Context: an optimization exercise on an open-source flow, tuned for small area, a short achievable clock period and few clock cycles. The choices shown serve that exercise and are no tape-out recipe.
Only simulation tests tie the RTL to the original design; equivalence was not proved.
No activity file was given, so power comes from the tool's default toggle rates.

==> design.v <==
package scm_pkg;
    localparam int ACC_W = 40;
    localparam logic [ACC_W-1:0] ACC_MAX = {ACC_W{1'b1}};
    localparam int Q15_W = 16;
    localparam int CLUSTER_W = 4;
    localparam int DIM_W = 4;
    localparam int ALPHA_W = 16;
    localparam logic [ALPHA_W-1:0] ALPHA_RESET = 16'd256;
    localparam int PADDR_W = 3;
    localparam logic REG_ALPHA = 1'b0;
    localparam int RW = 49;
    typedef enum logic
    {
        OP_LOAD  = 1'b0,
        OP_POINT = 1'b1
    } op_t;
endpackage
import scm_pkg::*;
module scm_div
(
    input  logic             clk,
    input  logic             init,
    input  logic [ACC_W-1:0] snap,
    input  logic [RW-1:0]    ybase,
    output logic [Q15_W-1:0] quot
);
    logic [RW-1:0] rem_reg;
    logic [RW-1:0] xop;
    logic [RW-1:0] yop;
    logic          flip;
    logic [RW-1:0] sum;
    assign flip = !init && !rem_reg[RW-1];
    assign xop  = init ? {{(RW-ACC_W-4){1'b1}}, ~snap, 4'b1110}
                       : {rem_reg[RW-2:0], 1'b0};
    assign yop  = ybase ^ {RW{flip}};
    assign sum  = xop + yop + RW'(flip);
    always_ff @(posedge clk)
    begin
        rem_reg <= sum;
        quot    <= {quot[Q15_W-2:0], !sum[RW-1]};
    end
endmodule
module scm_sqtree
(
    input  logic [15:0] u,
    input  logic        s,
    output logic [31:0] r1,
    output logic [31:0] r2
);
    logic fc3, fc5, fc7, fc8, fc10, fc11, fc13, fc14, fc15, fc16, fc17, fc19;
    logic fc20, fc22, fc24, fc30, fc32, fc34, fc35, fc36, fc37, fc38, fc39, fc40;
    logic fc41, fc42, fc43, fc44, fc45, fc46, fc47, fc48, fc49, fc50, fc51, fc52;
    logic fc53, fc54, fc55, fc56, fc57, fc58, fc59, fc60, fc62, fc68, fc69, fc70;
    logic fc71, fc72, fc73, fc74, fc75, fc76, fc77, fc78, fc79, fc80, fc81, fc82;
    logic fc83, fc84, fc85, fc86, fc87, fc88, fc93, fc94, fc95, fc96, fc97, fc98;
    logic fc99, fc100, fc101, fc102, fc103, fc104, fc105, fc106, fc107, fc108, fc109, fc110;
    logic fc111, fc112, fc113, fc114, fc115, fc116, fc117, fs3, fs5, fs7, fs8, fs10;
    logic fs11, fs13, fs14, fs15, fs16, fs17, fs19, fs20, fs22, fs24, fs30, fs32;
    logic fs34, fs35, fs36, fs37, fs38, fs39, fs40, fs41, fs42, fs43, fs44, fs45;
    logic fs46, fs47, fs48, fs49, fs50, fs51, fs52, fs53, fs54, fs55, fs56, fs57;
    logic fs58, fs59, fs60, fs62, fs68, fs69, fs70, fs71, fs72, fs73, fs74, fs75;
    logic fs76, fs77, fs78, fs79, fs80, fs81, fs82, fs83, fs84, fs85, fs86, fs87;
    logic fs88, fs93, fs94, fs95, fs96, fs97, fs98, fs99, fs100, fs101, fs102, fs103;
    logic fs104, fs105, fs106, fs107, fs108, fs109, fs110, fs111, fs112, fs113, fs114, fs115;
    logic fs116, fs117, hc0, hc1, hc2, hc4, hc6, hc9, hc12, hc18, hc21, hc23;
    logic hc25, hc26, hc27, hc28, hc29, hc31, hc33, hc61, hc63, hc64, hc65, hc66;
    logic hc67, hc89, hc90, hc91, hc92, hc118, hc119, hs0, hs1, hs2, hs4, hs6;
    logic hs9, hs12, hs18, hs21, hs23, hs25, hs26, hs27, hs28, hs29, hs31, hs33;
    logic hs61, hs63, hs64, hs65, hs66, hs67, hs89, hs90, hs91, hs92, hs118, hs119;
    logic p0, p1, p10, p11, p12, p13, p14, p15, p16, p17, p18, p19;
    logic p100, p101, p102, p103, p104, p105, p106, p107, p108, p109, p110, p111;
    logic p112, p113, p114, p115, p116, p117, p118, p119, p120, p121, p122, p123;
    logic p124, p125, p126, p127, p128, p129, p130, p131, p132, p133, p134, p135;
    logic p136, p137, p138, p139, p140, p141, p142, p143, p144, p145, p146, p147;
    logic p148, p149, p150, p151, p152, p2, p20, p21, p22, p23, p24, p25;
    logic p26, p27, p28, p29, p3, p30, p31, p32, p33, p34, p35, p36;
    logic p37, p38, p39, p4, p40, p41, p42, p43, p44, p45, p46, p47;
    logic p48, p49, p5, p50, p51, p52, p53, p54, p55, p56, p57, p58;
    logic p59, p6, p60, p61, p62, p63, p64, p65, p66, p67, p68, p69;
    logic p7, p70, p71, p72, p73, p74, p75, p76, p77, p78, p79, p8;
    logic p80, p81, p82, p83, p84, p85, p86, p87, p88, p89, p9, p90;
    logic p91, p92, p93, p94, p95, p96, p97, p98, p99;
    assign p0 = u[0];
    assign p1 = u[0] & u[1];
    assign p2 = u[0] & u[2];
    assign p3 = u[0] & u[3];
    assign p4 = u[0] & u[4];
    assign p5 = u[0] & u[5];
    assign p6 = u[0] & u[6];
    assign p7 = u[0] & u[7];
    assign p8 = u[0] & u[8];
    assign p9 = u[0] & u[9];
    assign p10 = u[0] & u[10];
    assign p11 = u[0] & u[11];
    assign p12 = u[0] & u[12];
    assign p13 = u[0] & u[13];
    assign p14 = u[0] & u[14];
    assign p15 = u[0] & u[15];
    assign p16 = u[1];
    assign p17 = u[1] & u[2];
    assign p18 = u[1] & u[3];
    assign p19 = u[1] & u[4];
    assign p20 = u[1] & u[5];
    assign p21 = u[1] & u[6];
    assign p22 = u[1] & u[7];
    assign p23 = u[1] & u[8];
    assign p24 = u[1] & u[9];
    assign p25 = u[1] & u[10];
    assign p26 = u[1] & u[11];
    assign p27 = u[1] & u[12];
    assign p28 = u[1] & u[13];
    assign p29 = u[1] & u[14];
    assign p30 = u[1] & u[15];
    assign p31 = u[2];
    assign p32 = u[2] & u[3];
    assign p33 = u[2] & u[4];
    assign p34 = u[2] & u[5];
    assign p35 = u[2] & u[6];
    assign p36 = u[2] & u[7];
    assign p37 = u[2] & u[8];
    assign p38 = u[2] & u[9];
    assign p39 = u[2] & u[10];
    assign p40 = u[2] & u[11];
    assign p41 = u[2] & u[12];
    assign p42 = u[2] & u[13];
    assign p43 = u[2] & u[14];
    assign p44 = u[2] & u[15];
    assign p45 = u[3];
    assign p46 = u[3] & u[4];
    assign p47 = u[3] & u[5];
    assign p48 = u[3] & u[6];
    assign p49 = u[3] & u[7];
    assign p50 = u[3] & u[8];
    assign p51 = u[3] & u[9];
    assign p52 = u[3] & u[10];
    assign p53 = u[3] & u[11];
    assign p54 = u[3] & u[12];
    assign p55 = u[3] & u[13];
    assign p56 = u[3] & u[14];
    assign p57 = u[3] & u[15];
    assign p58 = u[4];
    assign p59 = u[4] & u[5];
    assign p60 = u[4] & u[6];
    assign p61 = u[4] & u[7];
    assign p62 = u[4] & u[8];
    assign p63 = u[4] & u[9];
    assign p64 = u[4] & u[10];
    assign p65 = u[4] & u[11];
    assign p66 = u[4] & u[12];
    assign p67 = u[4] & u[13];
    assign p68 = u[4] & u[14];
    assign p69 = u[4] & u[15];
    assign p70 = u[5];
    assign p71 = u[5] & u[6];
    assign p72 = u[5] & u[7];
    assign p73 = u[5] & u[8];
    assign p74 = u[5] & u[9];
    assign p75 = u[5] & u[10];
    assign p76 = u[5] & u[11];
    assign p77 = u[5] & u[12];
    assign p78 = u[5] & u[13];
    assign p79 = u[5] & u[14];
    assign p80 = u[5] & u[15];
    assign p81 = u[6];
    assign p82 = u[6] & u[7];
    assign p83 = u[6] & u[8];
    assign p84 = u[6] & u[9];
    assign p85 = u[6] & u[10];
    assign p86 = u[6] & u[11];
    assign p87 = u[6] & u[12];
    assign p88 = u[6] & u[13];
    assign p89 = u[6] & u[14];
    assign p90 = u[6] & u[15];
    assign p91 = u[7];
    assign p92 = u[7] & u[8];
    assign p93 = u[7] & u[9];
    assign p94 = u[7] & u[10];
    assign p95 = u[7] & u[11];
    assign p96 = u[7] & u[12];
    assign p97 = u[7] & u[13];
    assign p98 = u[7] & u[14];
    assign p99 = u[7] & u[15];
    assign p100 = u[8];
    assign p101 = u[8] & u[9];
    assign p102 = u[8] & u[10];
    assign p103 = u[8] & u[11];
    assign p104 = u[8] & u[12];
    assign p105 = u[8] & u[13];
    assign p106 = u[8] & u[14];
    assign p107 = u[8] & u[15];
    assign p108 = u[9];
    assign p109 = u[9] & u[10];
    assign p110 = u[9] & u[11];
    assign p111 = u[9] & u[12];
    assign p112 = u[9] & u[13];
    assign p113 = u[9] & u[14];
    assign p114 = u[9] & u[15];
    assign p115 = u[10];
    assign p116 = u[10] & u[11];
    assign p117 = u[10] & u[12];
    assign p118 = u[10] & u[13];
    assign p119 = u[10] & u[14];
    assign p120 = u[10] & u[15];
    assign p121 = u[11];
    assign p122 = u[11] & u[12];
    assign p123 = u[11] & u[13];
    assign p124 = u[11] & u[14];
    assign p125 = u[11] & u[15];
    assign p126 = u[12];
    assign p127 = u[12] & u[13];
    assign p128 = u[12] & u[14];
    assign p129 = u[12] & u[15];
    assign p130 = u[13];
    assign p131 = u[13] & u[14];
    assign p132 = u[13] & u[15];
    assign p133 = u[14];
    assign p134 = u[14] & u[15];
    assign p135 = u[15];
    assign p136 = s;
    assign p137 = s & u[0];
    assign p138 = s & u[1];
    assign p139 = s & u[2];
    assign p140 = s & u[3];
    assign p141 = s & u[4];
    assign p142 = s & u[5];
    assign p143 = s & u[6];
    assign p144 = s & u[7];
    assign p145 = s & u[8];
    assign p146 = s & u[9];
    assign p147 = s & u[10];
    assign p148 = s & u[11];
    assign p149 = s & u[12];
    assign p150 = s & u[13];
    assign p151 = s & u[14];
    assign p152 = s & u[15];
    assign hs0 = p15 ^ p29;
    assign hc0 = p15 & p29;
    assign hs1 = p9 ^ p23;
    assign hc1 = p9 & p23;
    assign hs2 = p10 ^ p24;
    assign hc2 = p10 & p24;
    assign fs3 = p11 ^ p25 ^ p38;
    assign fc3 = (p11 & p25) | (p11 & p38) | (p25 & p38);
    assign hs4 = p50 ^ p61;
    assign hc4 = p50 & p61;
    assign fs5 = p12 ^ p26 ^ p39;
    assign fc5 = (p12 & p26) | (p12 & p39) | (p26 & p39);
    assign hs6 = p51 ^ p62;
    assign hc6 = p51 & p62;
    assign fs7 = p13 ^ p27 ^ p40;
    assign fc7 = (p13 & p27) | (p13 & p40) | (p27 & p40);
    assign fs8 = p52 ^ p63 ^ p73;
    assign fc8 = (p52 & p63) | (p52 & p73) | (p63 & p73);
    assign hs9 = p82 ^ p91;
    assign hc9 = p82 & p91;
    assign fs10 = p14 ^ p28 ^ p41;
    assign fc10 = (p14 & p28) | (p14 & p41) | (p28 & p41);
    assign fs11 = p53 ^ p64 ^ p74;
    assign fc11 = (p53 & p64) | (p53 & p74) | (p64 & p74);
    assign hs12 = p83 ^ p151;
    assign hc12 = p83 & p151;
    assign fs13 = p42 ^ p54 ^ p65;
    assign fc13 = (p42 & p54) | (p42 & p65) | (p54 & p65);
    assign fs14 = p75 ^ p84 ^ p92;
    assign fc14 = (p75 & p84) | (p75 & p92) | (p84 & p92);
    assign fs15 = p100 ^ p152 ^ hs0;
    assign fc15 = (p100 & p152) | (p100 & hs0) | (p152 & hs0);
    assign fs16 = hc0 ^ p30 ^ p43;
    assign fc16 = (hc0 & p30) | (hc0 & p43) | (p30 & p43);
    assign fs17 = p55 ^ p66 ^ p76;
    assign fc17 = (p55 & p66) | (p55 & p76) | (p66 & p76);
    assign hs18 = p85 ^ p93;
    assign hc18 = p85 & p93;
    assign fs19 = p44 ^ p56 ^ p67;
    assign fc19 = (p44 & p56) | (p44 & p67) | (p56 & p67);
    assign fs20 = p77 ^ p86 ^ p94;
    assign fc20 = (p77 & p86) | (p77 & p94) | (p86 & p94);
    assign hs21 = p101 ^ p108;
    assign hc21 = p101 & p108;
    assign fs22 = p57 ^ p68 ^ p78;
    assign fc22 = (p57 & p68) | (p57 & p78) | (p68 & p78);
    assign hs23 = p87 ^ p95;
    assign hc23 = p87 & p95;
    assign fs24 = p69 ^ p79 ^ p88;
    assign fc24 = (p69 & p79) | (p69 & p88) | (p79 & p88);
    assign hs25 = p96 ^ p103;
    assign hc25 = p96 & p103;
    assign hs26 = p80 ^ p89;
    assign hc26 = p80 & p89;
    assign hs27 = p90 ^ p98;
    assign hc27 = p90 & p98;
    assign hs28 = p5 ^ p19;
    assign hc28 = p5 & p19;
    assign hs29 = p6 ^ p20;
    assign hc29 = p6 & p20;
    assign fs30 = p7 ^ p21 ^ p34;
    assign fc30 = (p7 & p21) | (p7 & p34) | (p21 & p34);
    assign hs31 = p46 ^ p58;
    assign hc31 = p46 & p58;
    assign fs32 = p8 ^ p22 ^ p35;
    assign fc32 = (p8 & p22) | (p8 & p35) | (p22 & p35);
    assign hs33 = p47 ^ p145;
    assign hc33 = p47 & p145;
    assign fs34 = p36 ^ p48 ^ p59;
    assign fc34 = (p36 & p48) | (p36 & p59) | (p48 & p59);
    assign fs35 = p70 ^ p146 ^ hs1;
    assign fc35 = (p70 & p146) | (p70 & hs1) | (p146 & hs1);
    assign fs36 = hc1 ^ p37 ^ p49;
    assign fc36 = (hc1 & p37) | (hc1 & p49) | (p37 & p49);
    assign fs37 = p60 ^ p147 ^ hs2;
    assign fc37 = (p60 & p147) | (p60 & hs2) | (p147 & hs2);
    assign fs38 = hc2 ^ p71 ^ p81;
    assign fc38 = (hc2 & p71) | (hc2 & p81) | (p71 & p81);
    assign fs39 = p148 ^ fs3 ^ hs4;
    assign fc39 = (p148 & fs3) | (p148 & hs4) | (fs3 & hs4);
    assign fs40 = fc3 ^ hc4 ^ p72;
    assign fc40 = (fc3 & hc4) | (fc3 & p72) | (hc4 & p72);
    assign fs41 = p149 ^ fs5 ^ hs6;
    assign fc41 = (p149 & fs5) | (p149 & hs6) | (fs5 & hs6);
    assign fs42 = fc5 ^ hc6 ^ p150;
    assign fc42 = (fc5 & hc6) | (fc5 & p150) | (hc6 & p150);
    assign fs43 = fs7 ^ fs8 ^ hs9;
    assign fc43 = (fs7 & fs8) | (fs7 & hs9) | (fs8 & hs9);
    assign fs44 = fc7 ^ fc8 ^ hc9;
    assign fc44 = (fc7 & fc8) | (fc7 & hc9) | (fc8 & hc9);
    assign fs45 = fs10 ^ fs11 ^ hs12;
    assign fc45 = (fs10 & fs11) | (fs10 & hs12) | (fs11 & hs12);
    assign fs46 = fc10 ^ fc11 ^ hc12;
    assign fc46 = (fc10 & fc11) | (fc10 & hc12) | (fc11 & hc12);
    assign fs47 = fs13 ^ fs14 ^ fs15;
    assign fc47 = (fs13 & fs14) | (fs13 & fs15) | (fs14 & fs15);
    assign fs48 = fc13 ^ fc14 ^ fc15;
    assign fc48 = (fc13 & fc14) | (fc13 & fc15) | (fc14 & fc15);
    assign fs49 = fs16 ^ fs17 ^ hs18;
    assign fc49 = (fs16 & fs17) | (fs16 & hs18) | (fs17 & hs18);
    assign fs50 = fc16 ^ fc17 ^ hc18;
    assign fc50 = (fc16 & fc17) | (fc16 & hc18) | (fc17 & hc18);
    assign fs51 = fs19 ^ fs20 ^ hs21;
    assign fc51 = (fs19 & fs20) | (fs19 & hs21) | (fs20 & hs21);
    assign fs52 = fc19 ^ fc20 ^ hc21;
    assign fc52 = (fc19 & fc20) | (fc19 & hc21) | (fc20 & hc21);
    assign fs53 = p102 ^ fs22 ^ hs23;
    assign fc53 = (p102 & fs22) | (p102 & hs23) | (fs22 & hs23);
    assign fs54 = fc22 ^ hc23 ^ p109;
    assign fc54 = (fc22 & hc23) | (fc22 & p109) | (hc23 & p109);
    assign fs55 = p115 ^ fs24 ^ hs25;
    assign fc55 = (p115 & fs24) | (p115 & hs25) | (fs24 & hs25);
    assign fs56 = fc24 ^ hc25 ^ p97;
    assign fc56 = (fc24 & hc25) | (fc24 & p97) | (hc25 & p97);
    assign fs57 = p104 ^ p110 ^ hs26;
    assign fc57 = (p104 & p110) | (p104 & hs26) | (p110 & hs26);
    assign fs58 = hc26 ^ p105 ^ p111;
    assign fc58 = (hc26 & p105) | (hc26 & p111) | (p105 & p111);
    assign fs59 = p116 ^ p121 ^ hs27;
    assign fc59 = (p116 & p121) | (p116 & hs27) | (p121 & hs27);
    assign fs60 = hc27 ^ p99 ^ p106;
    assign fc60 = (hc27 & p99) | (hc27 & p106) | (p99 & p106);
    assign hs61 = p112 ^ p117;
    assign hc61 = p112 & p117;
    assign fs62 = p107 ^ p113 ^ p118;
    assign fc62 = (p107 & p113) | (p107 & p118) | (p113 & p118);
    assign hs63 = p122 ^ p126;
    assign hc63 = p122 & p126;
    assign hs64 = p114 ^ p119;
    assign hc64 = p114 & p119;
    assign hs65 = p120 ^ p124;
    assign hc65 = p120 & p124;
    assign hs66 = p3 ^ p17;
    assign hc66 = p3 & p17;
    assign hs67 = p4 ^ p18;
    assign hc67 = p4 & p18;
    assign fs68 = p32 ^ p45 ^ p142;
    assign fc68 = (p32 & p45) | (p32 & p142) | (p45 & p142);
    assign fs69 = hc28 ^ p33 ^ p143;
    assign fc69 = (hc28 & p33) | (hc28 & p143) | (p33 & p143);
    assign fs70 = hc29 ^ p144 ^ fs30;
    assign fc70 = (hc29 & p144) | (hc29 & fs30) | (p144 & fs30);
    assign fs71 = fc30 ^ hc31 ^ fs32;
    assign fc71 = (fc30 & hc31) | (fc30 & fs32) | (hc31 & fs32);
    assign fs72 = fc32 ^ hc33 ^ fs34;
    assign fc72 = (fc32 & hc33) | (fc32 & fs34) | (hc33 & fs34);
    assign fs73 = fc34 ^ fc35 ^ fs36;
    assign fc73 = (fc34 & fc35) | (fc34 & fs36) | (fc35 & fs36);
    assign fs74 = fc36 ^ fc37 ^ fs38;
    assign fc74 = (fc36 & fc37) | (fc36 & fs38) | (fc37 & fs38);
    assign fs75 = fc38 ^ fc39 ^ fs40;
    assign fc75 = (fc38 & fc39) | (fc38 & fs40) | (fc39 & fs40);
    assign fs76 = fc40 ^ fc41 ^ fs42;
    assign fc76 = (fc40 & fc41) | (fc40 & fs42) | (fc41 & fs42);
    assign fs77 = fc42 ^ fc43 ^ fs44;
    assign fc77 = (fc42 & fc43) | (fc42 & fs44) | (fc43 & fs44);
    assign fs78 = fc44 ^ fc45 ^ fs46;
    assign fc78 = (fc44 & fc45) | (fc44 & fs46) | (fc45 & fs46);
    assign fs79 = fc46 ^ fc47 ^ fs48;
    assign fc79 = (fc46 & fc47) | (fc46 & fs48) | (fc47 & fs48);
    assign fs80 = fc48 ^ fc49 ^ fs50;
    assign fc80 = (fc48 & fc49) | (fc48 & fs50) | (fc49 & fs50);
    assign fs81 = fc50 ^ fc51 ^ fs52;
    assign fc81 = (fc50 & fc51) | (fc50 & fs52) | (fc51 & fs52);
    assign fs82 = fc52 ^ fc53 ^ fs54;
    assign fc82 = (fc52 & fc53) | (fc52 & fs54) | (fc53 & fs54);
    assign fs83 = fc54 ^ fc55 ^ fs56;
    assign fc83 = (fc54 & fc55) | (fc54 & fs56) | (fc55 & fs56);
    assign fs84 = fc56 ^ fc57 ^ fs58;
    assign fc84 = (fc56 & fc57) | (fc56 & fs58) | (fc57 & fs58);
    assign fs85 = fc58 ^ fc59 ^ fs60;
    assign fc85 = (fc58 & fc59) | (fc58 & fs60) | (fc59 & fs60);
    assign fs86 = fc60 ^ hc61 ^ fs62;
    assign fc86 = (fc60 & hc61) | (fc60 & fs62) | (hc61 & fs62);
    assign fs87 = fc62 ^ hc63 ^ p123;
    assign fc87 = (fc62 & hc63) | (fc62 & p123) | (hc63 & p123);
    assign fs88 = hc64 ^ p127 ^ p130;
    assign fc88 = (hc64 & p127) | (hc64 & p130) | (p127 & p130);
    assign hs89 = hc65 ^ p125;
    assign hc89 = hc65 & p125;
    assign hs90 = p129 ^ p131;
    assign hc90 = p129 & p131;
    assign hs91 = p1 ^ p16;
    assign hc91 = p1 & p16;
    assign hs92 = p2 ^ p139;
    assign hc92 = p2 & p139;
    assign fs93 = p31 ^ p140 ^ hs66;
    assign fc93 = (p31 & p140) | (p31 & hs66) | (p140 & hs66);
    assign fs94 = hc66 ^ p141 ^ hs67;
    assign fc94 = (hc66 & p141) | (hc66 & hs67) | (p141 & hs67);
    assign fs95 = hc67 ^ hs28 ^ fs68;
    assign fc95 = (hc67 & hs28) | (hc67 & fs68) | (hs28 & fs68);
    assign fs96 = fc68 ^ hs29 ^ fs69;
    assign fc96 = (fc68 & hs29) | (fc68 & fs69) | (hs29 & fs69);
    assign fs97 = fc69 ^ hs31 ^ fs70;
    assign fc97 = (fc69 & hs31) | (fc69 & fs70) | (hs31 & fs70);
    assign fs98 = fc70 ^ hs33 ^ fs71;
    assign fc98 = (fc70 & hs33) | (fc70 & fs71) | (hs33 & fs71);
    assign fs99 = fc71 ^ fs35 ^ fs72;
    assign fc99 = (fc71 & fs35) | (fc71 & fs72) | (fs35 & fs72);
    assign fs100 = fc72 ^ fs37 ^ fs73;
    assign fc100 = (fc72 & fs37) | (fc72 & fs73) | (fs37 & fs73);
    assign fs101 = fc73 ^ fs39 ^ fs74;
    assign fc101 = (fc73 & fs39) | (fc73 & fs74) | (fs39 & fs74);
    assign fs102 = fc74 ^ fs41 ^ fs75;
    assign fc102 = (fc74 & fs41) | (fc74 & fs75) | (fs41 & fs75);
    assign fs103 = fc75 ^ fs43 ^ fs76;
    assign fc103 = (fc75 & fs43) | (fc75 & fs76) | (fs43 & fs76);
    assign fs104 = fc76 ^ fs45 ^ fs77;
    assign fc104 = (fc76 & fs45) | (fc76 & fs77) | (fs45 & fs77);
    assign fs105 = fc77 ^ fs47 ^ fs78;
    assign fc105 = (fc77 & fs47) | (fc77 & fs78) | (fs47 & fs78);
    assign fs106 = fc78 ^ fs49 ^ fs79;
    assign fc106 = (fc78 & fs49) | (fc78 & fs79) | (fs49 & fs79);
    assign fs107 = fc79 ^ fs51 ^ fs80;
    assign fc107 = (fc79 & fs51) | (fc79 & fs80) | (fs51 & fs80);
    assign fs108 = fc80 ^ fs53 ^ fs81;
    assign fc108 = (fc80 & fs53) | (fc80 & fs81) | (fs53 & fs81);
    assign fs109 = fc81 ^ fs55 ^ fs82;
    assign fc109 = (fc81 & fs55) | (fc81 & fs82) | (fs55 & fs82);
    assign fs110 = fc82 ^ fs57 ^ fs83;
    assign fc110 = (fc82 & fs57) | (fc82 & fs83) | (fs57 & fs83);
    assign fs111 = fc83 ^ fs59 ^ fs84;
    assign fc111 = (fc83 & fs59) | (fc83 & fs84) | (fs59 & fs84);
    assign fs112 = fc84 ^ hs61 ^ fs85;
    assign fc112 = (fc84 & hs61) | (fc84 & fs85) | (hs61 & fs85);
    assign fs113 = fc85 ^ hs63 ^ fs86;
    assign fc113 = (fc85 & hs63) | (fc85 & fs86) | (hs63 & fs86);
    assign fs114 = fc86 ^ hs64 ^ fs87;
    assign fc114 = (fc86 & hs64) | (fc86 & fs87) | (hs64 & fs87);
    assign fs115 = fc87 ^ hs65 ^ fs88;
    assign fc115 = (fc87 & hs65) | (fc87 & fs88) | (hs65 & fs88);
    assign fs116 = fc88 ^ p128 ^ hs89;
    assign fc116 = (fc88 & p128) | (fc88 & hs89) | (p128 & hs89);
    assign fs117 = hc89 ^ p133 ^ hs90;
    assign fc117 = (hc89 & p133) | (hc89 & hs90) | (p133 & hs90);
    assign hs118 = hc90 ^ p132;
    assign hc118 = hc90 & p132;
    assign hs119 = p134 ^ p135;
    assign hc119 = p134 & p135;
    assign r1[0] = p0;
    assign r2[0] = p136;
    assign r1[1] = p137;
    assign r2[1] = 1'b0;
    assign r1[2] = p138;
    assign r2[2] = hs91;
    assign r1[3] = hc91;
    assign r2[3] = hs92;
    assign r1[4] = hc92;
    assign r2[4] = fs93;
    assign r1[5] = fc93;
    assign r2[5] = fs94;
    assign r1[6] = fc94;
    assign r2[6] = fs95;
    assign r1[7] = fc95;
    assign r2[7] = fs96;
    assign r1[8] = fc96;
    assign r2[8] = fs97;
    assign r1[9] = fc97;
    assign r2[9] = fs98;
    assign r1[10] = fc98;
    assign r2[10] = fs99;
    assign r1[11] = fc99;
    assign r2[11] = fs100;
    assign r1[12] = fc100;
    assign r2[12] = fs101;
    assign r1[13] = fc101;
    assign r2[13] = fs102;
    assign r1[14] = fc102;
    assign r2[14] = fs103;
    assign r1[15] = fc103;
    assign r2[15] = fs104;
    assign r1[16] = fc104;
    assign r2[16] = fs105;
    assign r1[17] = fc105;
    assign r2[17] = fs106;
    assign r1[18] = fc106;
    assign r2[18] = fs107;
    assign r1[19] = fc107;
    assign r2[19] = fs108;
    assign r1[20] = fc108;
    assign r2[20] = fs109;
    assign r1[21] = fc109;
    assign r2[21] = fs110;
    assign r1[22] = fc110;
    assign r2[22] = fs111;
    assign r1[23] = fc111;
    assign r2[23] = fs112;
    assign r1[24] = fc112;
    assign r2[24] = fs113;
    assign r1[25] = fc113;
    assign r2[25] = fs114;
    assign r1[26] = fc114;
    assign r2[26] = fs115;
    assign r1[27] = fc115;
    assign r2[27] = fs116;
    assign r1[28] = fc116;
    assign r2[28] = fs117;
    assign r1[29] = fc117;
    assign r2[29] = hs118;
    assign r1[30] = hc118;
    assign r2[30] = hs119;
    assign r1[31] = hc119;
    assign r2[31] = 1'b0;
endmodule
import scm_pkg::*;
module soft_cluster_membership
#(
    parameter int NUM_CLUSTERS = 16,
    parameter int NUM_DIMS = 16,
    parameter int COORD_BITS = 16
)
(
    input  logic                  clk,
    input  logic                  rst_n,
    input  logic                  psel,
    input  logic                  penable,
    input  logic                  pwrite,
    input  logic [PADDR_W-1:0]    paddr,
    input  logic [31:0]           pwdata,
    output logic [31:0]           prdata,
    output logic                  pready,
    input  logic                  start,
    output logic                  busy,
    input  logic                  operation,
    input  logic [CLUSTER_W-1:0]  cluster,
    input  logic [DIM_W-1:0]      dim_index,
    input  logic [COORD_BITS-1:0] coord_value,
    input  logic                  last_coord,
    output logic                  result_valid,
    output logic [CLUSTER_W-1:0]  cluster_index,
    output logic [Q15_W-1:0]      membership,
    output logic                  last
);
    localparam int K = 16;
    logic [3:0]            ph_reg;
    logic                  busy_reg;
    logic                  go_reg;
    logic                  in_op;
    logic [3:0]            in_cl;
    logic [3:0]            in_dim;
    logic [15:0]           in_x;
    logic                  in_last;
    logic [4:0]            sl_reg;
    logic                  accept;
    logic                  occ_nx;
    logic                  op_nx;
    logic [3:0]            dim_nx;
    logic                  last_nx;
    logic                  fin_ok_nx;
    logic                  go_nx;
    logic                  go_lastpt;
    assign accept    = start && !busy_reg;
    assign occ_nx    = accept || busy_reg;
    assign op_nx     = accept ? operation   : in_op;
    assign dim_nx    = accept ? dim_index   : in_dim;
    assign last_nx   = accept ? last_coord  : in_last;
    assign go_lastpt = go_reg && in_op == OP_POINT && in_last;
    assign fin_ok_nx = !go_lastpt && sl_reg >= 5'd15;
    assign go_nx     = occ_nx && dim_nx == 4'(ph_reg + 1'b1)
                     && (op_nx == OP_LOAD || !last_nx || fin_ok_nx);
    always_ff @(posedge clk)
    begin
        if (accept)
        begin
            in_op   <= operation;
            in_cl   <= cluster;
            in_dim  <= dim_index;
            in_x    <= coord_value;
            in_last <= last_coord;
        end
    end
    always_ff @(posedge clk or negedge rst_n)
    begin
        if (!rst_n)
        begin
            ph_reg   <= '0;
            busy_reg <= 1'b0;
            go_reg   <= 1'b0;
            sl_reg   <= 5'd16;
        end
        else
        begin
            ph_reg   <= 4'(ph_reg + 1'b1);
            busy_reg <= occ_nx && !go_nx;
            go_reg   <= go_nx;
            if (go_lastpt)
            begin
                sl_reg <= 5'd1;
            end
            else if (sl_reg != 5'd16)
            begin
                sl_reg <= 5'(sl_reg + 1'b1);
            end
        end
    end
    logic pa_v, pa_last;
    logic pb_v, pb_last;
    logic fresh_reg;
    logic [3:0] fc_reg;
    logic init;
    logic go_pt;
    assign go_pt = go_reg && in_op == OP_POINT;
    assign init  = fc_reg == 4'd10;
    always_ff @(posedge clk or negedge rst_n)
    begin
        if (!rst_n)
        begin
            pa_v      <= 1'b0;
            pa_last   <= 1'b0;
            pb_v      <= 1'b0;
            pb_last   <= 1'b0;
            fresh_reg <= 1'b1;
            fc_reg    <= '0;
        end
        else
        begin
            pa_v    <= go_pt;
            pa_last <= go_pt && in_last;
            pb_v    <= pa_v;
            pb_last <= pa_last;
            if (pb_v)
            begin
                fresh_reg <= pb_last;
            end
            if (pb_last)
            begin
                fc_reg <= 4'd1;
            end
            else if (fc_reg != 4'd0)
            begin
                fc_reg <= init ? 4'd0 : 4'(fc_reg + 1'b1);
            end
        end
    end
    logic [K*ACC_W-1:0] snap;
    logic [K*ACC_W-1:0] acc_fin;
    for (genvar j = 0; j < K; j++)
    begin : g_lane
        logic [16*NUM_DIMS-1:0] ring;
        logic [15:0]            tap;
        logic                   we;
        logic [16:0]            d1;
        logic [15:0]            u_reg;
        logic                   s_reg;
        logic [31:0]            r1;
        logic [31:0]            r2;
        logic [31:0]            r1_reg;
        logic [31:0]            r2_reg;
        logic [ACC_W-1:0]       acc_reg;
        logic [ACC_W-1:0]       acc_in;
        logic [ACC_W:0]         cs_s;
        logic [ACC_W:0]         cs_c;
        logic [ACC_W:0]         acc_sum;
        logic [ACC_W-1:0]       acc_new;
        assign tap = ring[15:0];
        assign we  = go_reg && in_op == OP_LOAD && in_cl == 4'(j);
        assign d1  = {1'b0, in_x ^ 16'h8000} - {1'b0, tap ^ 16'h8000};
        always_ff @(posedge clk)
        begin
            ring   <= {we ? in_x : tap, ring[16*NUM_DIMS-1:16]};
            u_reg  <= go_pt ? d1[15:0] ^ {16{d1[16]}} : 16'd0;
            s_reg  <= go_pt && d1[16];
            r1_reg <= r1;
            r2_reg <= r2;
        end
        scm_sqtree u_sq (
            .u  (u_reg),
            .s  (s_reg),
            .r1 (r1),
            .r2 (r2)
        );
        assign acc_in  = fresh_reg ? {ACC_W{1'b0}} : acc_reg;
        assign cs_s    = {1'b0, acc_in ^ {8'd0, r1_reg ^ r2_reg}};
        assign cs_c    = {(acc_in & {8'd0, r1_reg}) | (acc_in & {8'd0, r2_reg})
                          | {8'd0, r1_reg & r2_reg}, 1'b0};
        assign acc_sum = cs_s + cs_c;
        assign acc_new = acc_sum[ACC_W] ? ACC_MAX : acc_sum[ACC_W-1:0];
        assign acc_fin[j*ACC_W +: ACC_W] = acc_new;
        always_ff @(posedge clk)
        begin
            acc_reg <= acc_new;
        end
    end
    always_ff @(posedge clk)
    begin
        snap <= pb_last ? acc_fin : {snap[ACC_W-1:0], snap[K*ACC_W-1:ACC_W]};
    end
    logic [ACC_W+3:0] sum_reg;
    logic [ACC_W-1:0] dmax_reg;
    logic [ACC_W-1:0] sa;
    logic [ACC_W-1:0] sb;
    logic [ACC_W-1:0] m0;
    logic [ACC_W-1:0] m1;
    logic             scan_first;
    assign sa = snap[0 +: ACC_W];
    assign sb = snap[8*ACC_W +: ACC_W];
    assign scan_first = fc_reg == 4'd1;
    assign m0 = scan_first ? '0 : dmax_reg;
    assign m1 = (sa > sb) ? sa : sb;
    always_ff @(posedge clk)
    begin
        sum_reg  <= (scan_first ? (ACC_W+4)'(0) : sum_reg) + (ACC_W+4)'(sa) + (ACC_W+4)'(sb);
        dmax_reg <= (m1 > m0) ? m1 : m0;
    end
    logic [ALPHA_W-1:0] alpha_reg;
    logic [24:0]        a_val;
    logic [RW-1:0]      x1;
    logic               case_b;
    logic [RW-1:0]      t_a;
    logic [RW-1:0]      t_b;
    logic [RW-1:0]      yinit_reg;
    logic [43:0]        denp_reg;
    logic [RW-1:0]      den_reg;
    logic               dz_reg;
    assign a_val  = {alpha_reg, 9'b0};
    assign x1     = RW'({dmax_reg, 4'b0}) - RW'(sum_reg);
    assign case_b = $signed(x1) > $signed(RW'(a_val));
    assign t_a    = RW'(sum_reg) + RW'(a_val) - RW'({a_val, 4'b0}) + RW'(2);
    assign t_b    = RW'({sum_reg, 4'b0}) + RW'({dmax_reg, 4'b0}) - RW'({dmax_reg, 8'b0}) + RW'(2);
    always_ff @(posedge clk)
    begin
        yinit_reg <= case_b ? t_b : t_a;
        denp_reg  <= case_b ? x1[43:0] : 44'(a_val);
        if (init)
        begin
            den_reg <= {1'b0, denp_reg, 4'b0};
            dz_reg  <= denp_reg == '0;
        end
    end
    logic [RW-1:0]    ybase;
    logic [Q15_W-1:0] quot [K];
    assign ybase = init ? yinit_reg : den_reg;
    for (genvar j = 0; j < K; j++)
    begin : g_div
        scm_div u_div (
            .clk   (clk),
            .init  (init),
            .snap  (snap[((j + 7) % K)*ACC_W +: ACC_W]),
            .ybase (ybase),
            .quot  (quot[j])
        );
    end
    logic [4:0]       dcnt_reg;
    logic [K*Q15_W-1:0] ob_reg;
    logic             ov_reg;
    logic [3:0]       oidx_reg;
    logic             olast_reg;
    logic             oload;
    assign oload = dcnt_reg == 5'd16;
    always_ff @(posedge clk or negedge rst_n)
    begin
        if (!rst_n)
        begin
            dcnt_reg  <= '0;
            ov_reg    <= 1'b0;
            oidx_reg  <= '0;
            olast_reg <= 1'b0;
        end
        else
        begin
            if (init)
            begin
                dcnt_reg <= 5'd1;
            end
            else if (dcnt_reg != 5'd0)
            begin
                dcnt_reg <= (dcnt_reg == 5'd16) ? 5'd0 : 5'(dcnt_reg + 1'b1);
            end
            if (oload)
            begin
                ov_reg    <= 1'b1;
                oidx_reg  <= '0;
                olast_reg <= 1'b0;
            end
            else if (ov_reg)
            begin
                ov_reg    <= !olast_reg;
                oidx_reg  <= 4'(oidx_reg + 1'b1);
                olast_reg <= oidx_reg == 4'd14;
            end
        end
    end
    logic [K*Q15_W-1:0] qcat;
    for (genvar j = 0; j < K; j++)
    begin : g_qcat
        assign qcat[j*Q15_W +: Q15_W] = quot[j];
    end
    always_ff @(posedge clk)
    begin
        if (oload)
        begin
            ob_reg <= dz_reg ? '0 : qcat;
        end
        else
        begin
            ob_reg <= {{Q15_W{1'b0}}, ob_reg[K*Q15_W-1:Q15_W]};
        end
    end
    logic [15:0] prd_reg;
    always_ff @(posedge clk or negedge rst_n)
    begin
        if (!rst_n)
        begin
            alpha_reg <= ALPHA_RESET;
        end
        else if (psel && penable && pwrite && paddr[2] == REG_ALPHA)
        begin
            alpha_reg <= pwdata[ALPHA_W-1:0];
        end
    end
    always_ff @(posedge clk)
    begin
        prd_reg <= (paddr[2] == REG_ALPHA) ? alpha_reg : 16'd0;
    end
    assign pready        = 1'b1;
    assign prdata        = {16'd0, prd_reg};
    assign busy          = busy_reg;
    assign result_valid  = ov_reg;
    assign cluster_index = oidx_reg;
    assign membership    = ob_reg[Q15_W-1:0];
    assign last          = olast_reg;
endmodule
==> run.sh <==
#!/bin/bash
# synth_recipe.tcl (not shown) runs the flow's synth.tcl, then flattens the netlist and writes it again
# the make line also repeats each setting of config.mk as NAME=value (left out here)
make -C /OpenROAD-flow-scripts/flow DESIGN_CONFIG=/design/flow/config.mk WORK_HOME=/design/flow/orfs CLKGATE_MAP_FILE= SYNTH_SCRIPT=/design/flow/synth_recipe.tcl finish
==> config.mk <==
export PLATFORM = sky130hd
export DESIGN_NAME = soft_cluster_membership
export DESIGN_NICKNAME = soft_cluster_membership
export VERILOG_FILES = /design/flow/design.v
export SDC_FILE = /design/flow/constraint.sdc
export NUM_CORES = 4
export LEC_CHECK = 0
export CAP_MARGIN = 20
export CORE_MARGIN = 2
export CORE_UTILIZATION = 40
export SETUP_SLACK_MARGIN = 5
export SLEW_MARGIN = 20
==> constraint.sdc <==
create_clock -name core_clock -period 12.0 [get_ports {clk}]
set_input_delay 2.4000 -clock core_clock [delete_from_list [all_inputs] [get_ports {clk}]]
set_output_delay 2.4000 -clock core_clock [all_outputs]
set_load 0.01 [all_outputs]
==> summary.md, run 1 <==
| Metric | Value |
|---|---|
| Outcome | `complete, no violations` |
| H-tree levels | `6` |
| Syn Std Cell Area | `361,000 sq um` |
| Register area share after synthesis | `45.9%` |
| Reg2reg end | `g_div[6].u_div.quot[0]` |
| Root buffer selected by CTS | `clkbuf_16` |
| Critical Path Max Stage Delay | `770 ps` |
| Post-layout nets | `39,679` |
| Number of routed nets with antenna violations | `0` |
| Max Freq | `0.147 GHz` |
| CP endpoint kind | `flop` |
| Cell at the slowest stage of the critical path | `a211oi_1` |
| Flop2flop setup slack | `5190 ps` |
| Total power | `114 mW` |
| Tightest Pin Transition | `1210 ps` |
| Final slew viol count | `0` |
| Gate Count Post-Synth | `35,384` |
| Largest net degree at the start of global routing | `203` |
| Number of global-route vias before repair | `243,908` |
| Largest register FFs | `4,096` |
| Worst hold start | `g_lane[4].ring[220]` |
| GRT Util Overall | `22.5%` |
| Minimum clock period | `6810 ps` |
| Total global routing overflow | `0` |
| Post-synth top area cell | `dfxtp_1` |
| Final WL | `1,050,000 um` |
| Layout cells sized above 1 | `7.24%` |
| Die width | `953 um` |
| Critical path cell sequence | `nand4bb_4 > inv_12 > buf_8 > nand2_2 > buf_4 > nand2_1 > inv_1 > fa_1 > nor2b_1 > o21ai_0 > a21o_1 > a211o_1 > nand3_1 > a221oi_1 > a211oi_1 > o21ai_0 > a211o_1 > o21a_1 > o31ai_1 > a21oi_1 > xor2_1` |
| Hold buffer count at CTS | `0` |
| Avg WL per Cell | `21.9 um` |
| Routed via count | `248,189` |
| Initial antenna violation count | `147` |
| Die area | `909,000 sq um` |
| Post-synth ARST share | `0.571%` |
| Most common cell after layout, fill and taps aside | `dfxtp_1` |
| Die Ht | `953 um` |
| # DRC | `0` |
| Reg2Reg Depth | `21` |
| Maxcap violations | `0` |
| Yosys reg bits | `8,232` |
| Vias per cell | `5.17` |
| Dominant cells by area after synthesis | `dfxtp_1, fa_1, ha_1` |
| Reg-to-reg startpoint | `fc_reg[0]` |
| FP Rows | `348` |
| Rel. slew slack | `18.4%` |
| CTS tree | `built` |
| NetSw | `44.5 mW` |
| DP HPWL | `761,000 um` |
| Synth warnings | `3` |
| Starting DRT DRC Count | `23,140` |
| Post-synth EDFFs | `65` |
| Pwr/cell area | `281 nW/um^2` |
| Final Setup Violations | `0` |
| Worst-path clk slew | `60 ps` |
| Clk_skew | `133 ps` |
| CORE AREA | `898,000 sq um` |
| PortBufs | `87` |
| Clk buf depth | `5` |
| Sw Ratio | `39.1%` |
| Clock tree sinks | `8,232` |
| Int Power | `69.2 mW` |
| Crit-path max FO | `57` |
| # IOs | `123` |
| Worst hold path endpoint | `g_lane[4].ring[204]` |
| Routability Congestion | `0.964` |
| Clock Power Share | `24.6%` |
| Peak VDD IR | `177 uV` |
| Tcrit/Tclk final | `56.8%` |
| Register share of total power | `32.3%` |
| Yosys cell types | `111` |
| Logic pwr share | `43.1%` |
| Most common flop cell mapped by yosys | `dfxtp_1` |
| Clock buffer count from CTS | `868` |
| Critical path class | `reg -> reg` |
| RSZ-0062 raised after global routing | `yes` |
| Most frequent cells in the layout | `dfxtp_1, nand2_1, inv_1` |
| Worst endpoint required time | `13,020 ps` |
| Avg Cell Area, Syn | `10.2 sq um` |
| WHS Path Cells | `0` |
| Setup_tns | `0 ps` |
| First-pass GRT wire length | `1,550,000 um` |
| Layout area overhead | `12.3%` |
| Worst Path Arrival | `7830 ps` |
| Fin. Hold Viols | `0` |
| Leak | `186 nW` |
| Worst skew pair latency | `1160 ps` |
| Yosys top cell area share | `45.1%` |
| Nature of the critical path startpoint | `flop` |
| Initial Util | `40.1%` |
| Class of the worst hold path | `reg -> reg` |
| First-pass iteration count of the detailed router | `8` |
[worst max path at each step]
stage	start	endpoint	slack [ps]
6_report	fc_reg[0]	g_div[6].u_div.quot[0]	5190
3_5_place_dp	fc_reg[2]	g_div[15].u_div.rem_reg[46]	3570
3_3_place_gp	fc_reg[2]	g_div[15].u_div.rem_reg[46]	3320
2_1_floorplan	fc_reg[0]	g_div[11].u_div.quot[0]	5070
4_1_cts	fc_reg[0]	g_div[15].u_div.rem_reg[46]	4880
5_1_grt	fc_reg[0]	g_div[15].u_div.rem_reg[46]	4980
[layer usage]
metal | share of wire (%) | GRT usage (%)
met3 | 8.2 | 4.49
met1 | 43 | 30.5
met4 | 6.1 | 12.0
met2 | 42 | 34.1
met5 | 0.0035 | 0
[power by group through the flow]
stage	Clock [mW]	Combinational, mW	Sequential [mW]
3_5_place_dp	0	47.5	37.1
4_1_cts	28.5	48.1	36.5
3_3_place_gp	0	46.9	37.0
2_1_floorplan	0	36.6	34.4
6_report	27.9	49.0	36.7
5_1_grt	29.6	54.0	37.0
[worst max-delay path: cells and delay by family (launching register included)]
family	cells	cell delay, ps
fa+ha+maj	1	440
simple gates	5	1060
flops	1	590
buf+inv	4	1160
xor+xnor	1	160
compound gates	10	3080
[Yosys cell counts, drive strengths merged, types with 33 or more instances]
cell type,n
xnor2,1341
o21a,220
nand3,344
nor3,259
nor2b,878
o2111ai,33
ha,2245
a21o,859
nand2,3290
nor4,47
mux2i,152
dfrtp,44
o22ai,43
and3,152
and4,44
nand4,154
or3,86
nor2,2215
o21ai,1712
o211ai,69
o21bai,222
a31oi,454
o31ai,79
mux2,516
a211oi,104
a31o,39
inv,2516
nand2b,495
a21boi,131
xor2,546
or2,154
nand3b,258
and2,1643
buf,185
fa,2010
dfxtp,8120
clkbuf,1145
edfxtp,65
a21oi,2060
[timing repair]
item / in CTS / in global routing
pin swaps: 2 / 3
endpoints found under the hold margin: 0 / 0
gates resized for setup: 36 / 58
buffers inserted: 5 / 8
setup endpoints to repair: 511 / 338
cloned: 5 / 2
[final cells by class]
class | count | area (sq um)
Antenna cell | 92 | 230
Multi-Input combinational cell | 23328 | 181000
Clock inverter | 376 | 5130
Sequential cell | 8232 | 166000
Fill cell | 83426 | 493000
Timing Repair Buffer | 411 | 3710
Inverter | 2516 | 9470
Clock buffer | 1186 | 24700
Tap cell | 11900 | 14900
[per-stage QoR]
stage / hold slack [ps] / utilization, % / cells / worst slack, ps / cell area (sq um)
5_1_grt: 223 / 45.0 / 47966 / 4980 / 405000
6_report: 210 / 45.1 / 48041 / 5190 / 405000
3_3_place_gp: 310 / 41.6 / 46363 / 3320 / 374000
4_1_cts: 204 / 45.0 / 47938 / 4880 / 404000
3_5_place_dp: 312 / 41.7 / 46366 / 3570 / 374000
2_1_floorplan: 310 / - / 35399 / 5070 / 361000
[logic make-up after synthesis]
logic type | synth area share (%)
AOI/OAI and AO/OA | 10.7
xor gates and xnor gates | 4.58
adders and majority gates | 18.9
buffers and inverters | 4.06
DFF | 45.9
muxes | 2.03
other | 0.00208
and+or+nand+nor | 13.7
Testbench counts, summed over its fixed seeds: cycles 1,984.
==> inputs of run 2 (changes only) <==
--- a/design.v
+++ b/design.v
@@ -19,27 +19,66 @@
 module scm_div
 (
     input  logic             clk,
-    input  logic             init,
+    input  logic             preload,
     input  logic [ACC_W-1:0] snap,
     input  logic [RW-1:0]    ybase,
     output logic [Q15_W-1:0] quot
 );
     logic [RW-1:0] rem_reg;
-    logic [RW-1:0] xop;
-    logic [RW-1:0] yop;
     logic          flip;
     logic [RW-1:0] sum;
-    assign flip = !init && !rem_reg[RW-1];
-    assign xop  = init ? {{(RW-ACC_W-4){1'b1}}, ~snap, 4'b1110}
-                       : {rem_reg[RW-2:0], 1'b0};
-    assign yop  = ybase ^ {RW{flip}};
-    assign sum  = xop + yop + RW'(flip);
+    assign flip = !rem_reg[RW-1];
+    scm_add #(
+        .W(RW)
+    ) u_add (
+        .a  ({rem_reg[RW-2:0], 1'b0}),
+        .b  (ybase ^ {RW{flip}}),
+        .ci (flip),
+        .s  (sum)
+    );
     always_ff @(posedge clk)
     begin
-        rem_reg <= sum;
+        rem_reg <= preload ? {{(RW-ACC_W-3){1'b1}}, ~snap, 3'b111} : sum;
         quot    <= {quot[Q15_W-2:0], !sum[RW-1]};
     end
 endmodule
+module scm_add
+#(
+    parameter int W = 49
+)
+(
+    input  logic [W-1:0] a,
+    input  logic [W-1:0] b,
+    input  logic         ci,
+    output logic [W-1:0] s
+);
+    localparam int L = $clog2(W + 1);
+    always @(*)
+    begin : b_prefix
+        logic [W:0] g;
+        logic [W:0] p;
+        logic [W:0] gn;
+        logic [W:0] pn;
+        g = {a & b, ci};
+        p = {a ^ b, 1'b0};
+        for (int l = 0; l < L; l++)
+        begin
+            gn = g;
+            pn = p;
+            for (int i = 0; i <= W; i++)
+            begin
+                if (((i >> l) & 1) == 1)
+                begin
+                    gn[i] = g[i] | (p[i] & g[((i >> l) << l) - 1]);
+                    pn[i] = p[i] & p[((i >> l) << l) - 1];
+                end
+            end
+            g = gn;
+            p = pn;
+        end
+        s = a ^ b ^ g[W-1:0];
+    end
+endmodule
 module scm_sqtree
 (
     input  logic [15:0] u,
@@ -585,6 +624,9 @@
     logic                  fin_ok_nx;
     logic                  go_nx;
     logic                  go_lastpt;
+    logic                  at0_nx;
+    logic                  at8_nx;
+    logic                  tsel_reg;
     assign accept    = start && !busy_reg;
     assign occ_nx    = accept || busy_reg;
     assign op_nx     = accept ? operation   : in_op;
@@ -592,10 +634,13 @@
     assign last_nx   = accept ? last_coord  : in_last;
     assign go_lastpt = go_reg && in_op == OP_POINT && in_last;
     assign fin_ok_nx = !go_lastpt && sl_reg >= 5'd15;
-    assign go_nx     = occ_nx && dim_nx == 4'(ph_reg + 1'b1)
+    assign at0_nx    = dim_nx == 4'(ph_reg + 4'd1);
+    assign at8_nx    = dim_nx == 4'(ph_reg + 4'd9) && op_nx == OP_POINT;
+    assign go_nx     = occ_nx && (at0_nx || at8_nx)
                      && (op_nx == OP_LOAD || !last_nx || fin_ok_nx);
     always_ff @(posedge clk)
     begin
+        tsel_reg <= !at0_nx;
         if (accept)
         begin
             in_op   <= operation;
@@ -633,10 +678,12 @@
     logic pb_v, pb_last;
     logic fresh_reg;
     logic [3:0] fc_reg;
-    logic init;
+    logic pre_reg;
+    logic init_reg;
+    logic scan_on;
     logic go_pt;
     assign go_pt = go_reg && in_op == OP_POINT;
-    assign init  = fc_reg == 4'd10;
+    assign scan_on = fc_reg != 4'd0 && fc_reg <= 4'd8;
     always_ff @(posedge clk or negedge rst_n)
     begin
         if (!rst_n)
@@ -647,6 +694,8 @@
             pb_last   <= 1'b0;
             fresh_reg <= 1'b1;
             fc_reg    <= '0;
+            pre_reg   <= 1'b0;
+            init_reg  <= 1'b0;
         end
         else
         begin
@@ -664,8 +713,10 @@
             end
             else if (fc_reg != 4'd0)
             begin
-                fc_reg <= init ? 4'd0 : 4'(fc_reg + 1'b1);
+                fc_reg <= (fc_reg == 4'd11) ? 4'd0 : 4'(fc_reg + 1'b1);
             end
+            pre_reg  <= fc_reg == 4'd9;
+            init_reg <= pre_reg;
         end
     end
     logic [K*ACC_W-1:0] snap;
@@ -688,12 +739,12 @@
         logic [ACC_W:0]         cs_c;
         logic [ACC_W:0]         acc_sum;
         logic [ACC_W-1:0]       acc_new;
-        assign tap = ring[15:0];
+        assign tap = tsel_reg ? ring[8*16 +: 16] : ring[15:0];
         assign we  = go_reg && in_op == OP_LOAD && in_cl == 4'(j);
         assign d1  = {1'b0, in_x ^ 16'h8000} - {1'b0, tap ^ 16'h8000};
         always_ff @(posedge clk)
         begin
-            ring   <= {we ? in_x : tap, ring[16*NUM_DIMS-1:16]};
+            ring   <= {we ? in_x : ring[15:0], ring[16*NUM_DIMS-1:16]};
             u_reg  <= go_pt ? d1[15:0] ^ {16{d1[16]}} : 16'd0;
             s_reg  <= go_pt && d1[16];
             r1_reg <= r1;
@@ -709,7 +760,14 @@
         assign cs_s    = {1'b0, acc_in ^ {8'd0, r1_reg ^ r2_reg}};
         assign cs_c    = {(acc_in & {8'd0, r1_reg}) | (acc_in & {8'd0, r2_reg})
                           | {8'd0, r1_reg & r2_reg}, 1'b0};
-        assign acc_sum = cs_s + cs_c;
+        scm_add #(
+            .W(ACC_W+1)
+        ) u_acc (
+            .a  (cs_s),
+            .b  (cs_c),
+            .ci (1'b0),
+            .s  (acc_sum)
+        );
         assign acc_new = acc_sum[ACC_W] ? ACC_MAX : acc_sum[ACC_W-1:0];
         assign acc_fin[j*ACC_W +: ACC_W] = acc_new;
         always_ff @(posedge clk)
@@ -726,38 +784,42 @@
     logic [ACC_W-1:0] sa;
     logic [ACC_W-1:0] sb;
     logic [ACC_W-1:0] m0;
-    logic [ACC_W-1:0] m1;
+    logic [ACC_W+3:0] s0;
     logic             scan_first;
-    assign sa = snap[0 +: ACC_W];
-    assign sb = snap[8*ACC_W +: ACC_W];
+    logic             ab;
+    logic             am;
+    logic             bm;
     assign scan_first = fc_reg == 4'd1;
+    assign sa = scan_on ? snap[0 +: ACC_W] : '0;
+    assign sb = scan_on ? snap[8*ACC_W +: ACC_W] : '0;
     assign m0 = scan_first ? '0 : dmax_reg;
-    assign m1 = (sa > sb) ? sa : sb;
+    assign s0 = scan_first ? '0 : sum_reg;
+    assign ab = sa >= sb;
+    assign am = sa >= m0;
+    assign bm = sb >= m0;
     always_ff @(posedge clk)
     begin
-        sum_reg  <= (scan_first ? (ACC_W+4)'(0) : sum_reg) + (ACC_W+4)'(sa) + (ACC_W+4)'(sb);
-        dmax_reg <= (m1 > m0) ? m1 : m0;
+        sum_reg  <= s0 + (ACC_W+4)'(sa) + (ACC_W+4)'(sb);
+        dmax_reg <= (ab && am) ? sa : (!ab && bm) ? sb : m0;
     end
     logic [ALPHA_W-1:0] alpha_reg;
     logic [24:0]        a_val;
     logic [RW-1:0]      x1;
+    logic [RW-1:0]      x2;
     logic               case_b;
-    logic [RW-1:0]      t_a;
-    logic [RW-1:0]      t_b;
     logic [RW-1:0]      yinit_reg;
     logic [43:0]        denp_reg;
     logic [RW-1:0]      den_reg;
     logic               dz_reg;
     assign a_val  = {alpha_reg, 9'b0};
     assign x1     = RW'({dmax_reg, 4'b0}) - RW'(sum_reg);
-    assign case_b = $signed(x1) > $signed(RW'(a_val));
-    assign t_a    = RW'(sum_reg) + RW'(a_val) - RW'({a_val, 4'b0}) + RW'(2);
-    assign t_b    = RW'({sum_reg, 4'b0}) + RW'({dmax_reg, 4'b0}) - RW'({dmax_reg, 8'b0}) + RW'(2);
+    assign x2     = RW'({dmax_reg, 4'b0}) - RW'(sum_reg) - RW'(a_val) - RW'(1);
+    assign case_b = !x2[RW-1];
     always_ff @(posedge clk)
     begin
-        yinit_reg <= case_b ? t_b : t_a;
         denp_reg  <= case_b ? x1[43:0] : 44'(a_val);
-        if (init)
+        yinit_reg <= RW'(sum_reg) + RW'(denp_reg) - RW'({denp_reg, 4'b0}) + RW'(2);
+        if (init_reg)
         begin
             den_reg <= {1'b0, denp_reg, 4'b0};
             dz_reg  <= denp_reg == '0;
@@ -765,15 +827,15 @@
     end
     logic [RW-1:0]    ybase;
     logic [Q15_W-1:0] quot [K];
-    assign ybase = init ? yinit_reg : den_reg;
+    assign ybase = init_reg ? yinit_reg : den_reg;
     for (genvar j = 0; j < K; j++)
     begin : g_div
         scm_div u_div (
-            .clk   (clk),
-            .init  (init),
-            .snap  (snap[((j + 7) % K)*ACC_W +: ACC_W]),
-            .ybase (ybase),
-            .quot  (quot[j])
+            .clk     (clk),
+            .preload (pre_reg),
+            .snap    (snap[((j + 7) % K)*ACC_W +: ACC_W]),
+            .ybase   (ybase),
+            .quot    (quot[j])
         );
     end
     logic [4:0]       dcnt_reg;
@@ -794,7 +856,7 @@
         end
         else
         begin
-            if (init)
+            if (init_reg)
             begin
                 dcnt_reg <= 5'd1;
             end
==> flow/run.sh (new file) <==
#!/bin/bash
# The standard layout, with timing repair aimed at 8 ns of setup slack
# (a 4 ns path budget at the design's 12 ns clock); constraints unchanged
set -euo pipefail
bash standard.sh SETUP_SLACK_MARGIN=8 finish > standard_flow.log 2>&1
==> standard.sh (new file) <==
#!/bin/bash
# synth_recipe.tcl (not shown) runs the flow's synth.tcl, then flattens the netlist and writes it again
# the make line also repeats each setting of config.mk as NAME=value (left out here)
make -C /OpenROAD-flow-scripts/flow DESIGN_CONFIG=/design/flow/config.mk WORK_HOME=/design/flow/orfs CLKGATE_MAP_FILE= SYNTH_SCRIPT=/design/flow/synth_recipe.tcl "${@:-finish}"
--- a/config.mk
+++ b/config.mk
@@ -8,5 +8,4 @@
 export CAP_MARGIN = 20
 export CORE_MARGIN = 2
 export CORE_UTILIZATION = 40
-export SETUP_SLACK_MARGIN = 5
 export SLEW_MARGIN = 20
removed: run.sh
==> summary.md, run 2 <==
| Metric | Value |
|---|---|
| Pwr/cell area | `286 nW/um^2 (+2.0%)` |
| Most frequent cells in the layout | `dfxtp_1, inv_1, fa_1` |
| Number of global-route vias before repair | `240,422 (-1.4%)` |
| # DRC | `0 (unchanged)` |
| Die Ht | `940 um (-1.4%)` |
| Post-synth top area cell | `dfxtp_1` |
| Routability Congestion | `0.913 (-5.3%)` |
| Outcome | `complete, no violations` |
| Leak | `202 nW (+8.3%)` |
| Place WS | `5040 ps (+1470 ps)` |
| Max Freq | `0.193 GHz (+32%)` |
| Yosys cell types | `102 (-8.1%)` |
| Critical path class | `reg -> reg` |
| Final slew viol count | `0 (unchanged)` |
| Synth cell count leaders | `dfxtp_1, nand2_1, ha_1, inv_1, fa_1` |
| RSZ-0062 raised after global routing | `yes` |
| First-pass GRT wire length | `1,530,000 um (-1.2%)` |
| # IOs | `123 (unchanged)` |
| Maxcap violations | `0 (unchanged)` |
| Post-synth EDFFs | `65 (unchanged)` |
| Post-synth ARST share | `0.595% (+0.024 points)` |
| Routed via count | `238,317 (-4.0%)` |
| Clock tree sinks | `8,235 (+0.036%)` |
| Avg WL per Cell | `22.6 um (+3.2%)` |
| Syn Std Cell Area | `351,000 sq um (-2.8%)` |
| Initial Util | `40.2% (about the same)` |
| Setup_tns | `0 ps (unchanged)` |
| Nature of the critical path startpoint | `flop` |
| Minimum clock period | `5180 ps (-1630 ps)` |
| Crit-path max FO | `7 (-88%)` |
| Most common flop cell mapped by yosys | `dfxtp_1` |
| Rel. slew slack | `3.47% (-15 points)` |
| Dominant cells by area after synthesis | `dfxtp_1, fa_1, ha_1` |
| Worst Path Arrival | `6280 ps (-1550 ps)` |
| Vias per cell | `5.12 (-0.91%)` |
| Total global routing overflow | `0 (unchanged)` |
| Starting DRT DRC Count | `17,349 (-25%)` |
| Die width | `940 um (-1.4%)` |
| Clk buf depth | `4 (-1)` |
| GRT Util Overall | `22.7% (+0.20 points)` |
| Worst hold start | `g_lane[6].ring[210]` |
| Worst skew pair latency | `1260 ps (+100 ps)` |
| H-tree levels | `6 (unchanged)` |
| Clk_skew | `166 ps (+33.0 ps)` |
| Most common cell after layout, fill and taps aside | `dfxtp_1` |
| Final WL | `1,050,000 um (about the same)` |
| Reg-to-reg startpoint | `fresh_reg` |
| CP startpoint | `fresh_reg` |
| Design area | `448,000 sq um (+11%)` |
| Placed Cells | `42,727 (-7.8%)` |
| Avg Cell Area, Syn | `11.0 sq um (+7.6%)` |
| Layout Cells excl Fill | `46,554 (-3.1%)` |
| Peak VDD IR | `227 uV (+28%)` |
| DP Area | `368,000 sq um (-1.8%)` |
| CTS tree | `built` |
| Final worst slack | `6820 ps (+1630 ps)` |
| Clock buffer count from CTS | `833 (-4.0%)` |
| Layout cells sized above 1 | `23.1% (+16 points)` |
| Number of routed nets with antenna violations | `0 (unchanged)` |
| Gate Count Post-Synth | `31,980 (-9.6%)` |
| DP HPWL | `681,000 um (-11%)` |
| CP endpoint kind | `flop` |
| Layout area overhead | `27.8%` |
| Initial antenna violation count | `76 (-48%)` |
| Tightest Pin Transition | `1450 ps (+234 ps)` |
| Post-layout nets | `38,718 (-2.4%)` |
| Largest register FFs | `4,096 (unchanged)` |
| Final Setup Violations | `0 (unchanged)` |
| Fin. Hold Viols | `0 (unchanged)` |
| Die area | `884,000 sq um (-2.8%)` |
| Fillers | `74,452 (-11%)` |
| Register area share after synthesis | `47.3% (+1.3 points)` |
| Top-count cell post-synth | `dfxtp_1` |
| Worst endpoint required time | `13,100 ps (+80 ps)` |
| Tcrit/Tclk final | `43.2% (-14 points)` |
| Yosys top cell area share | `46.4% (+1.3 points)` |
| Total power | `128 mW (+13%)` |
| Worst-path clk slew | `60 ps (about the same)` |
| First-pass iteration count of the detailed router | `8 (unchanged)` |
| Largest net degree at the start of global routing | `242 (+19%)` |
| Class of the worst hold path | `reg -> reg` |
| PortBufs | `87 (unchanged)` |
| FP Rows | `343 (-1.4%)` |
| Synth warnings | `5 (+2)` |
| CORE AREA | `873,000 sq um (-2.8%)` |
| Yosys reg bits | `8,235 (+0.036%)` |
| Root buffer selected by CTS | `clkbuf_16` |
## run 2: changes by cell type in the layout (fill, tap and decap cells not counted), sizes merged, moves of 359 or more
cell / before / now
a21oi: 2060 / 1288
buf: 323 / 2489
mux2i: 152 / 532
nand2: 3290 / 2321
nor2: 2217 / 1694
o21ai: 1712 / 721
xnor2: 1341 / 982
xor2: 546 / 1352
## run 2: final cells by class
cell class,count,area [sq um],share of cell area (%)
clock buffer,1131,23600,5.27
inverter,2195,8310,1.85
tap,11557,14500,3.23
antenna,25,62.6,0.0140
timing repair buffer,2569,30800,6.89
multi-input combinational,20430,199000,44.3
clock inverter,412,6170,1.38
sequential,8235,166000,37.0
## run 2: critical path: stages, from the launching register on
cell and delay (ps):
dfstp_4 650, buf_12 140, buf_12 110, buf_16 100, buf_8 90, buf_8 120, buf_16 130, buf_6 100
buf_12 110, nor2b_4 40, fa_2 380, ha_4 170, fa_2 340, a21o_1 170, a21o_1 190, nand3_2 120
a31oi_4 120, o31ai_4 340, a211oi_4 130, o31ai_4 380, a21oi_2 120, o21a_1 220, nor2_2 140, fa_2 480
a31oi_2 200
## run 2: per-stage QoR
stage	util [%]	hold slack, ps
after global placement	42.1	310
after CTS	49.2	219
after floorplan	-	310
after detailed placement	42.1	312
final	51.3	227
after global routing	51.3	225
## run 2: final timing paths
kind | slack, ps | depth (start not counted) | to
worst min-delay path | 230 | 0 | g_lane[6].ring[194]
min in group asynchronous | 1080 | 1 | oidx_reg[0]
worst min register to register | 230 | 0 | g_lane[6].ring[194]
worst max-delay path | 6820 | 24 | snap[391]
max in group asynchronous | 9500 | 2 | pb_last
worst max register to register | 6820 | 24 | snap[391]
## run 2: cell families (layout without fill, tap and decap cells)
logic type                 count (synthesis)  after routing  share of synthesized area, %
and+or+nand+nor                         8329           8353                          12.0
DFF                                     8235           8235                          47.3
adders and majority gates               4387           4387                          20.2
AOI/OAI and AO/OA                       4249           4266                          7.72
buffers and inverters                   3371           6307                          3.66
xor gates and xnor gates                2334           2334                          5.83
muxes                                   1073           1073                          3.27
other                                      2             42                       0.00214
## run 2: power breakdown
part / total (mW) / internal, mW / leakage, nW / switching, mW
Clock: 27.6 / 16.0 / 14.5 / 11.6
Sequential: 37.2 / 32.7 / 67.4 / 4.51
Combinational: 63.5 / 30.2 / 120 / 33.3
Total: 128 / 78.9 / 202 / 49.3
## run 2: routing by layer
layer / GRT usage, % / vias up / part of all wire (%)
met3: 4.47 / 2322 / 7.4
met5: 0 / - / 0.0044
met2: 35.3 / 7442 / 44
met4: 11.3 / 6 / 6.3
met1: 30.4 / 118827 / 43
li1: - / 109720 / -
## run 2: timing repair
| item | 4_1_cts | 5_1_grt |
|---|---|---|
| buffers inserted | 1412 | 651 |
| endpoints found under the hold margin | 0 | 0 |
| pin swaps | 1182 | 1409 |
| cloned | 177 | 18 |
| endpoints found under the setup margin | 2442 | 2285 |
| resized for setup | 3549 | 2359 |
| hold buffers | 0 | 0 |
Testbench counts of run 2, summed over its fixed seeds: cycles 1,928.

[what the ideal ports hide]
In the flow no input, the clock included, has a driving cell. The finished layouts below were timed again as built, in two steps.
Step 1, drivers: a clkbuf_16 drives clk and a buf_2 each remaining input, both assumed.
Step 2, shift: input delay + t, output delay - t, t = (earliest + latest rising clock arrival at the registers) / 2. This alone moves slack from input paths to output paths.
a / b / c = no drivers / after step 1 / after step 2; a / b = the first two.
run	shift t [ns]	setup slack, ns	clock arrival spread, ns	worst register clock-pin slew, ns	worst data-port slew with drivers (ns)
run 1	1.248	5.188 / 5.188 / 5.188	0.157 / 0.157	0.07 / 0.07	0.05
run 2	1.335	6.821 / 6.821 / 6.821	0.178 / 0.178	0.07 / 0.07	0.11
After both steps setup and hold are still met in every run listed.
